Source: an optimization exercise on an open RTL-to-GDS flow (aim: small area and a short achievable clock period). Production flows keep margins and buffers that such runs may drop.
Power and IR drop assume default switching activity.

== main ==
==> flow/design.v <==
module spi_ram_slave_burst #(
  parameter int DATA_WIDTH = 8,
  parameter int ADDR_WIDTH = 8,
  parameter bit BURST_EN   = 1'b1
) (
  input  logic clk,
  input  logic rst_n,
  input  logic SS_n,
  input  logic MOSI,
  output logic MISO
);
  logic       idle_q;    
  logic       c1_q;      
  logic       c0_q;      
  logic       data_q;    
  logic [2:0] cnt_q;     
  logic [1:0] cmd_q;
  logic       cmp_q;     
  logic [7:0] rx_q;      
  logic [7:1] tx_q;      
  logic       miso_q;
  logic       rst_seen_q;  
  logic       sel2_q;      
  logic       missed_q;    
  assign MISO = miso_q;
  wire last_bit  = data_q && (cnt_q == 3'd7);
  wire act_waddr = cmp_q && (cmd_q == 2'b00);
  wire act_wdata = cmp_q && (cmd_q == 2'b01);
  wire act_raddr = cmp_q && (cmd_q == 2'b10);
  wire act_rd    = cmp_q && (cmd_q == 2'b11);
  wire act_rdata = act_rd && !SS_n;
  wire ld_next   = last_bit && (cmd_q == 2'b11);
  logic [7:0]    t_q;        
  logic [2047:0] ring_q;     
  logic [7:0] wt_q;
  logic        wpend_q;
  logic [7:0]  wbuf_q;
  logic [31:0] wen_q;
  logic        wnow_q;    
  logic [7:0]  rs_q;
  logic [31:0] csel_q;
  logic        cat_q;
  logic [7:0]  pf_q;
  logic [7:0] tap_word;
  always_comb begin
    tap_word = '0;
    for (int p = 0; p < 32; p++)
      tap_word = tap_word | ((ring_q[64*p +: 8] ^ {8{p[0]}}) & {8{csel_q[p]}});
  end
  logic [2047:0] ring_d;
  always_comb begin
    ring_d = {ring_q[2039:0], ring_q[2047:2040]};
    for (int p = 0; p < 32; p++)
      ring_d[64*p +: 8] = ~(wen_q[p] ? (wbuf_q ^ {8{!p[0]}}) : ring_d[64*p +: 8]);
  end
  wire [7:0] rx_slot = rx_q + t_q + 8'd1;
  logic       wpend_d;
  logic [7:0] wt_d;
  always_comb begin
    if (rst_seen_q && !wpend_q) wt_d = t_q + 8'd1;
    else if (act_waddr)         wt_d = rx_slot;
    else if (act_wdata)         wt_d = wt_q + 8'd2;
    else                        wt_d = wt_q + 8'd1;
    wpend_d = act_wdata || (wpend_q && !wnow_q);
  end
  logic [7:0] rs_d;
  always_comb begin
    if (rst_seen_q)     rs_d = t_q + 8'd1;
    else if (act_raddr) rs_d = rx_slot;
    else if (act_rd)    rs_d = rs_q + 8'd2;
    else if (missed_q)  rs_d = rs_q;
    else                rs_d = rs_q + 8'd1;
  end
  wire       w_at  = act_wdata ? (wt_q[2:0] == 3'd6) : (wpend_d && wt_q[2:0] == 3'd7);
  wire       c_at  = sel2_q ? (rs_q[2:0] == 3'd6) : (rs_q[2:0] == 3'd7);
  function automatic logic [31:0] port_after(input logic en, input logic [4:0] p);
    logic [31:0] d;
    d = 32'd1 << p;
    port_after = en ? {d[30:0], d[31]} : 32'd0;
  endfunction
  always_ff @(posedge clk) begin
    t_q    <= t_q + 8'd1;
    rx_q   <= {rx_q[6:0], MOSI};
    ring_q <= ring_d;
    wt_q    <= wt_d;
    wpend_q <= wpend_d;
    if (act_wdata) wbuf_q <= rx_q;
    wen_q   <= port_after(w_at, wt_q[7:3]);
    wnow_q  <= w_at;
    rs_q  <= rs_d;
    sel2_q   <= data_q && (cmd_q == 2'b11) && (cnt_q[2:1] == 2'b11);
    missed_q <= act_rd && SS_n;
    cat_q  <= c_at;
    csel_q <= port_after(c_at, rs_q[7:3]);
    if (cat_q) pf_q <= tap_word;
  end
  always_ff @(posedge clk or negedge rst_n) begin
    if (!rst_n)        rst_seen_q <= 1'b1;
    else if (!wpend_q) rst_seen_q <= 1'b0;
  end
  always_ff @(posedge clk or negedge rst_n) begin
    if (!rst_n) begin
      idle_q    <= 1'b1;
      c1_q      <= 1'b0;
      c0_q      <= 1'b0;
      data_q    <= 1'b0;
      cnt_q     <= '0;
      cmd_q     <= '0;
      cmp_q     <= 1'b0;
      tx_q      <= '0;
      miso_q    <= 1'b0;
    end else begin
      if (SS_n) begin
        miso_q <= 1'b0;
        tx_q   <= '0;
      end else if (act_rd) begin
        miso_q <= pf_q[7];
        tx_q   <= pf_q[6:0];
      end else begin
        miso_q <= tx_q[7];
        tx_q   <= {tx_q[6:1], 1'b0};
      end
      cmp_q <= !SS_n && last_bit;
      if (SS_n) begin
        idle_q <= 1'b1;
        c1_q   <= 1'b0;
        c0_q   <= 1'b0;
        data_q <= 1'b0;
      end else begin
        idle_q <= 1'b0;
        c1_q   <= idle_q;
        c0_q   <= c1_q;
        if (c1_q) cmd_q[1] <= MOSI;
        if (c0_q) begin
          cmd_q[0] <= MOSI;
          data_q   <= 1'b1;
          cnt_q    <= '0;
        end else if (data_q) begin
          cnt_q <= cnt_q + 3'd1;
          if (cnt_q == 3'd7 && !cmd_q[0]) data_q <= 1'b0;
        end
      end
    end
  end
endmodule
==> flow/config.mk <==
export PLATFORM = sky130hd
export DESIGN_NAME = spi_ram_slave_burst
export DESIGN_NICKNAME = spi_ram_slave_burst
export VERILOG_FILES = /design/flow/design.v
export SDC_FILE = /design/flow/constraint.sdc
export NUM_CORES = 4
export LEC_CHECK = 0
export ABC_CLOCK_PERIOD_IN_PS = 2000
export CAP_MARGIN = 20
export CORE_MARGIN = 2
export CORE_UTILIZATION = 40
export CTS_CLUSTER_DIAMETER = 110
export CTS_CLUSTER_SIZE = 25
export SETUP_SLACK_MARGIN = 2.6
export SLEW_MARGIN = 20
==> flow/constraint.sdc <==
create_clock -name core_clock -period 4.4 [get_ports {clk}]
set_input_delay 0.8800 -clock core_clock [delete_from_list [all_inputs] [get_ports {clk}]]
set_output_delay 0.8800 -clock core_clock [all_outputs]
set_load 0.01 [all_outputs]
run.sh (not shown) runs the stock make flow with config.mk's settings and CLKGATE_MAP_FILE= SYNTH_SCRIPT=/design/flow/synth_recipe.tcl, a recipe that flattens the netlist after the stock synthesis.
For the feature branch, these inputs were changed with respect to main:
==> flow/flow/run.sh (new file) <==
#!/bin/bash
# The standard layout, with the I/O pins placed together (flow/io_constraints.tcl).
set -euo pipefail
export IO_CONSTRAINTS="$PWD/flow/io_constraints.tcl"
bash standard.sh > standard.log 2>&1
==> flow/flow/io_constraints.tcl (new file) <==
# Keep the I/O pins together in the middle of the left edge, so that the MISO
# flip-flop and the input logic sit next to their pins.
set_io_pin_constraint -pin_names {rst_n SS_n MOSI MISO clk} -region left:150-210
set_io_pin_constraint -group -order -pin_names {rst_n SS_n MOSI MISO clk}
==> flow/standard.sh (new file) <==
#!/bin/bash
# synth_recipe.tcl (not shown) runs the flow's synth.tcl, then flattens the netlist and writes it again
# the make line also repeats each setting of config.mk as NAME=value (left out here)
make -C /OpenROAD-flow-scripts/flow DESIGN_CONFIG=/design/flow/config.mk WORK_HOME=/design/flow/orfs CLKGATE_MAP_FILE= SYNTH_SCRIPT=/design/flow/synth_recipe.tcl "${@:-finish}"
removed: flow/run.sh
Notes after the runs:
- Measured slew at the worst slew-check pin for the feature branch: 0.12 ns down relative to main
- Wire length reported by the detailed router in the feature branch is 2.4% above main.
- Compared with main, the feature branch ends up with a smaller final cell area.
- Compared with main, the feature branch shows a higher global-route usage.
- Via count of the first global-routing pass was lower in main than in the feature branch.
- The estimated power of the feature branch ends up higher than the estimate for main.
- Compared with main, the feature branch shows number of non-clock buffers that has gone down by more than a quarter.
- The feature branch — number of fill cells in the layout 98 higher, main as reference
- The feature branch does worse than main on detailed-placement wirelength estimate.
No functional check of the RTL was part of any run of this note.

## static timing again, ports no longer ideal
The results above use ideal ports. As a check the final layouts listed here were re-extracted and re-timed, cells and wires unchanged. Step 1: set_driving_cell puts a clkbuf_16 on clk and a buf_2 on each other input, an assumption about the parent block. Step 2 moves the port delays by t, midway between the first and last clock arrival at a register: inputs arrive t later, outputs are due t later. That takes back most of the time a late clock gives input paths. Slacks: ideal / step 1 / step 2; pairs: ideal / step 1.
run | shift t [ns] | setup slack, ns | worst setup path at the end | slew at the worst register clock pin (ns)
main | 0.752 | 2.241 / 2.177 / 2.024 | input to register | 0.10 / 0.10
the feature branch | 0.741 | 2.276 / 2.216 / 2.024 | input to register | 0.11 / 0.11
After both steps every run listed still meets setup and hold. For the feature branch, which loses most, drivers alone change the setup slack by -0.060 ns; drivers and shift together by -0.252 ns.
